Background: an optimization exercise with open tools, aiming at small area, a short achievable clock period and few clock cycles per item. Do not read the settings as production practice. Where RTL was checked, it was by simulation tests only, not by an equivalence proof against the original. No driver is modelled on the clock port, so clock power and skew are understated where the tree is cut down; a real chip needs a root buffer or a tree. Power figures rest on the tool's default switching activity, not on a simulated workload.

==> inputs of 05-08 <==
## conv_top
module conv_top (
    input  logic                   sclk,
    input  logic                   s_rst_n,
    input  logic                   cal_start,
    output logic                   busy,
    output conv_pkg::col_addr_t    data_rd_addr,
    output conv_pkg::band_t        row_cnt,
    input  conv_pkg::pix_col_t     col_data,
    output conv_pkg::param_addr_t  param_rd_addr,
    input  conv_pkg::weight_t      param_w_h0,
    input  conv_pkg::weight_t      param_w_h1,
    input  conv_pkg::weight_t      param_w_h2,
    input  conv_pkg::weight_t      param_w_h3,
    input  conv_pkg::weight_t      param_w_h4,
    output conv_pkg::kernel_t      bias_rd_addr,
    input  conv_pkg::bias_t        param_bias,
    output conv_pkg::act_t         conv_rslt_act,
    output logic                   conv_rslt_act_vld
);
==> flow/config.mk <==
export PLATFORM = sky130hd
export DESIGN_NAME = conv_top
export DESIGN_NICKNAME = conv_top
export VERILOG_FILES = /design/flow/design.v
export SDC_FILE = /design/flow/constraint.sdc
export NUM_CORES = 4
export LEC_CHECK = 0
export CAP_MARGIN = 20
export CORE_MARGIN = 2
export CORE_UTILIZATION = 40
export CTS_BUF_LIST = sky130_fd_sc_hd__clkbuf_16
export CTS_CLUSTER_DIAMETER = 100
export CTS_CLUSTER_SIZE = 30
export SLEW_MARGIN = 20
==> flow/constraint.sdc <==
create_clock -name core_clock -period 28.0 [get_ports {sclk}]
set_input_delay 5.6000 -clock core_clock [delete_from_list [all_inputs] [get_ports {sclk}]]
set_output_delay 5.6000 -clock core_clock [all_outputs]
set_load 0.01 [all_outputs]
standard.sh (not shown) runs the stock make flow with config.mk's settings and CLKGATE_MAP_FILE= SYNTH_SCRIPT=/design/flow/synth_recipe.tcl, a recipe that flattens the netlist after the stock synthesis.
==> flow/flow/run.sh <==
#!/bin/bash
# Standard synthesis, then flow/polarity.py drops the inverters that
# synthesis leaves between full adders (a full adder is self-dual, so an fa
# cell may work on inverted signals), then the standard layout from the
# edited netlist, with port buffers of fixed cells (flow/pre_resize.tcl) and
# one level less in the clock tree (flow/post_cts.tcl). Make output goes to
# standard_*.log here, each tool's own log to orfs/logs.
set -euo pipefail
R=$PWD/orfs/results/sky130hd/conv_top/base
KN=("BUFFER_PORTS_ARGS=-outputs -buffer_cell sky130_fd_sc_hd__buf_2" "PRE_RESIZE_TCL=$PWD/flow/pre_resize.tcl" "POST_CTS_TCL=$PWD/flow/post_cts.tcl")
if [[ -f flow/knobs.txt ]]; then
  while read -r line; do [[ -n "$line" ]] && KN+=("$line"); done < flow/knobs.txt
fi
bash standard.sh "${KN[@]}" "$R/1_2_yosys.v" > standard_synth.log 2>&1
cp "$R/1_2_yosys.v" "$R/1_2_yosys_std.v"
python3 flow/polarity.py "$R/1_2_yosys_std.v" "$R/1_2_yosys.v" > polarity.log 2>&1
bash standard.sh "${KN[@]}" finish > standard.log 2>&1
==> flow/flow/knobs.txt <==
SETUP_SLACK_MARGIN=22.0
CTS_ARGS=-sink_clustering_enable -repair_clock_nets -sink_clustering_size 30 -sink_clustering_max_diameter 100 -buf_list sky130_fd_sc_hd__clkbuf_16 -dont_use_dummy_load
Other scripts of this flow, unchanged in this note and not shown: flow/flow/polarity.py, flow/flow/post_cts.tcl, flow/flow/pre_resize.tcl
==> 02-02 (differences from 05-08) <==
==> flow/flow/knobs.txt (replaced) <==
CTS_ARGS=-sink_clustering_enable -repair_clock_nets -sink_clustering_size 30 -sink_clustering_max_diameter 100 -buf_list sky130_fd_sc_hd__clkbuf_16 -dont_use_dummy_load
==> 02-06 (differences from 05-08) <==
==> flow/flow/knobs.txt (replaced) <==
SETUP_SLACK_MARGIN=21.4
CTS_ARGS=-sink_clustering_enable -repair_clock_nets -sink_clustering_size 30 -sink_clustering_max_diameter 100 -buf_list sky130_fd_sc_hd__clkbuf_16 -dont_use_dummy_load
--- a/flow/config.mk
+++ b/flow/config.mk
@@ -8,7 +8,5 @@
 export CAP_MARGIN = 20
 export CORE_MARGIN = 2
-export CORE_UTILIZATION = 40
-export CTS_BUF_LIST = sky130_fd_sc_hd__clkbuf_16
-export CTS_CLUSTER_DIAMETER = 100
-export CTS_CLUSTER_SIZE = 30
+export CORE_UTILIZATION = 50
+export PLACE_DENSITY = 0.75
 export SLEW_MARGIN = 20
==> summary of the runs <==
- The lowest first-iteration DRC count belongs to 05-08, the highest to 02-06.
- Register-to-register slack, highest first: 05-08, 02-06, 02-02.
- Against 02-02, the global-route usage of 02-06 is higher by 4.2 points.
- Between 05-08 and 02-06, the lower die area is in 02-06 (gap 24%, measured against 02-06).
- Design area, highest first: 05-08, 02-02, 02-06.
- Critical path depth is the same in 02-06 and 02-02.
- In 05-08 the clock power is higher than in 02-06, by about 5%.
- Power: 02-06 < 02-02 < 05-08.
- Synthesized cell count is the same in 02-06 and 05-08.
- Between 05-08 and 02-02, the lower via count is in 02-02 (gap about 3.3%, measured against 02-02).
- Worst hold slack: 02-02 is better than 02-06 (20 ps).
==> figures <==
item	02-06	05-08	02-02
Cell area after layout	12800 um^2	13400 um^2	12800 um^2
First-pass GRT wire length	38000 um	38200 um	37800 um
R2R depth	15	17	15
First-pass iteration count of the detailed router	5	5	4
Worst Min Path Start	u_execute.w[55]$_DFF_P_	u_execute.w[63]$_DFF_P_	u_execute.w[57]$_DFF_P_
Clock latency at the later pin of the worst-skew pair	310 ps	310 ps	320 ps
Grt met2 use	0.342	0.262	0.264
Ratio of cells with drive above 1 in the final layout	0.0689	0.122	0.0581
Crit-path max cell delay	420 ps	440 ps	490 ps
Cell total after placement	1260	1332	1332
Post-layout utilization of the core	0.560	0.466	0.446
X dimension of the die	157 um	175 um	175 um
Post-detailed-route via-to-cell ratio	4.94	4.54	4.55
Outcome	no timing/DRC/antenna violations	no timing/DRC/antenna violations	no timing/DRC/antenna violations
Layout-to-synthesis area ratio	1.094x	1.146x	1.098x
Comb group	1.04 mW	1.14 mW	1.04 mW
Launching instance or port of the critical path	u_decode.paddr[1]$_DFF_PN0_	u_decode.col[4]$_DFF_PN0_	u_decode.kern$_DFF_PN0_
Clock-pin slew on the worst setup and hold paths	110 ps	100 ps	110 ps
Inserted tap cell count	313	384	384
Detailed router's first-iteration violation count	428	355	398
Number of nets in the finished design	1253	1292	1245
Slack of the worst reg-to-reg path	21690 ps	22160 ps	21670 ps
Die Y	157 um	175 um	175 um
Testbench counts of 05-08, summed over its fixed seeds: cycles 21,648, results 18,432.
Testbench counts of 02-02, summed over its fixed seeds: cycles 21,648, results 18,432.
Testbench counts of 02-06, summed over its fixed seeds: cycles 21,648, results 18,432.

* * *

==> sierra <==
conv_top, a different RTL version from the one above (not shown whole).
## conv_top
module conv_top (
    input  logic                   sclk,
    input  logic                   s_rst_n,
    input  logic                   cal_start,
    output logic                   busy,
    output conv_pkg::col_addr_t    data_rd_addr,
    output conv_pkg::band_t        row_cnt,
    input  conv_pkg::pix_col_t     col_data,
    output conv_pkg::param_addr_t  param_rd_addr,
    input  conv_pkg::weight_t      param_w_h0,
    input  conv_pkg::weight_t      param_w_h1,
    input  conv_pkg::weight_t      param_w_h2,
    input  conv_pkg::weight_t      param_w_h3,
    input  conv_pkg::weight_t      param_w_h4,
    output conv_pkg::kernel_t      bias_rd_addr,
    input  conv_pkg::bias_t        param_bias,
    output conv_pkg::act_t         conv_rslt_act,
    output logic                   conv_rslt_act_vld
);
==> module conv_decode, before the edit <==
module conv_decode (
    input  logic        sclk,
    input  logic        s_rst_n,
    input  logic        cal_start,
    output logic        busy,
    output logic [4:0]  col,         
    output logic [2:0]  band,
    output logic        kern,
    output logic [3:0]  paddr,       
    output logic [4:0]  pwr,         
    output logic        tag_vld      
);
    logic        act;            
    logic        go;             
    logic        start;
    logic        last_col;
    logic        kern_d;
    logic        t0, t1;
    logic [2:0]  psi, psi_d, psi_p;
    assign start    = cal_start & ~busy;
    assign last_col = (col == 5'(28 - 1));
    assign t0       = act & (col >= 5'(5 - 1));
    assign go       = act & ~(last_col && band == 3'(8 - 1) && kern);
    assign kern_d   = (act && last_col && band == 3'(8 - 1)) ? ~kern : kern;
    assign psi      = kern ? 3'(paddr - 4'd5) : 3'(paddr);
    assign psi_d    = (psi == 3'd0) ? 3'd4 : psi - 3'd1;
    assign psi_p    = (psi == 3'd4) ? 3'd0 : psi + 3'd1;     
    for (genvar q = 0; q < 5; q++) begin : g_pwr
        assign pwr[q] = (psi_p == 3'(5 - 1 - q));
    end
    always_ff @(posedge sclk or negedge s_rst_n) begin
        if (!s_rst_n) begin
            act   <= 1'b0;
            col   <= '0;
            band  <= '0;
            kern  <= 1'b0;
            paddr <= 4'd4;
        end else begin
            act   <= go | start;
            kern  <= kern_d;
            paddr <= (kern_d ? 4'd5 : 4'd0) + 4'(psi_d);
            if (act) begin
                if (last_col) begin
                    col  <= '0;
                    band <= band + 3'd1;     
                end else begin
                    col <= col + 5'd1;
                end
            end else begin
                col <= {4'd0, start};
            end
        end
    end
    always_ff @(posedge sclk or negedge s_rst_n) begin
        if (!s_rst_n) begin
            t1      <= 1'b0;
            tag_vld <= 1'b0;
            busy    <= 1'b0;
        end else begin
            t1      <= t0;
            tag_vld <= t1;
            busy    <= start | go | t0 | t1 | tag_vld;
        end
    end
endmodule
clock: 28.0 ns
lec_check: 0
cap_margin: 20
core_margin: 2
core_utilization: 40
cts_buf_list: sky130_fd_sc_hd__clkbuf_16
cts_cluster_diameter: 100
cts_cluster_size: 30
slew_margin: 20
==> flow/flow/run.sh <==
#!/bin/bash
# Standard synthesis, then flow/polarity.py drops the inverters that
# synthesis leaves between full adders (a full adder is self-dual, so an fa
# cell may work on inverted signals), then the standard layout from the
# edited netlist, with port buffers of a fixed cell. Make output goes to
# standard_*.log here, each tool's own log to orfs/logs.
set -euo pipefail
R=$PWD/orfs/results/sky130hd/conv_top/base
KN=("BUFFER_PORTS_ARGS=-buffer_cell sky130_fd_sc_hd__buf_2")
if [[ -f flow/knobs.txt ]]; then
  while read -r line; do [[ -n "$line" ]] && KN+=("$line"); done < flow/knobs.txt
fi
bash standard.sh "${KN[@]}" "$R/1_2_yosys.v" > standard_synth.log 2>&1
cp "$R/1_2_yosys.v" "$R/1_2_yosys_std.v"
python3 flow/polarity.py "$R/1_2_yosys_std.v" "$R/1_2_yosys.v" > polarity.log 2>&1
bash standard.sh "${KN[@]}" finish > standard.log 2>&1
Other scripts of this flow, unchanged in this note and not shown: flow/flow/polarity.py
==> onyx (differences from sierra) <==
--- a/flow/design.v
+++ b/flow/design.v
@@ -51,5 +51,5 @@
             band  <= '0;
             kern  <= 1'b0;
-            paddr <= 4'd4;
+            paddr <= '0;
         end else begin
             act   <= go | start;
==> flow/flow/knobs.txt (new file) <==
SETUP_SLACK_MARGIN=21.4
==> comparison table <==
metric	onyx	sierra
Average size of a mapped cell	13.4 um^2	13.4 um^2
Sequential cell area	5610 um^2	5610 um^2
Hold WS	0.330 ns	0.341 ns
Mapped cell area	11,700 um^2	11,700 um^2
Aggregate routed wire length	24.2 mm	23.6 mm
Run status	no timing/DRC/antenna violations	no timing/DRC/antenna violations
Slowest stage cell, crit path	dfrtp_1	dfstp_2
Global-route wire length before repair	37.9 mm	37.5 mm
Worst setup path start	u_decode.band[0]$_DFFE_PN0P_	u_decode.paddr[2]$_DFF_PN1_
Maximum vdd drop	0.000139 V	0.000116 V
Part of the power in registers	0.247	0.249
Worst setup path endpoint	row_cnt[0]	param_rd_addr[2]
Post-CTS setup buffers	11	0
Insertion delay of the later-clocked pin in the worst-skew pair	0.52 ns	0.50 ns
Internal power	989 uW	985 uW
Sum of net half-perimeters after detailed placement	19.6 mm	19.6 mm
Testbench counts of onyx, summed over its fixed seeds: cycles 21,648, results 18,432.
Function not checked in sierra: the RTL went through the layout flow alone.

-- static timing again, ports no longer ideal --
How much do the figures lean on ideal ports? The routed layouts below were timed once more, with nothing changed but the port constraints.
Step 1: set_driving_cell puts a clkbuf_16 on sclk and a buf_2 on each other input, an assumption about the parent block.
Step 2, shift: input delay + t, output delay - t, t = (earliest + latest rising clock arrival at the registers) / 2. This alone moves slack from input paths to output paths.
a / b / c = ideal ports / drivers / drivers and shift; a / b = the first two.
| run | t (ns) | setup WS [ns] | hold slack, ns |
|---|---|---|---|
| 05-08 | 0.398 | 21.539 / 21.438 / 21.625 | 0.310 / 0.310 / 0.310 |
| 02-02 | 0.386 | 21.406 / 21.303 / 21.648 | 0.317 / 0.317 / 0.317 |
| 02-06 | 0.382 | 21.519 / 21.420 / 21.637 | 0.298 / 0.298 / 0.298 |
| sierra | 0.542 | 21.167 / 21.115 / 21.621 | 0.341 / 0.341 / 0.341 |
| onyx | 0.555 | 21.323 / 21.273 / 21.629 | 0.330 / 0.330 / 0.330 |
After both steps setup and hold are still met in every run listed. Setup slack includes reset recovery checks.
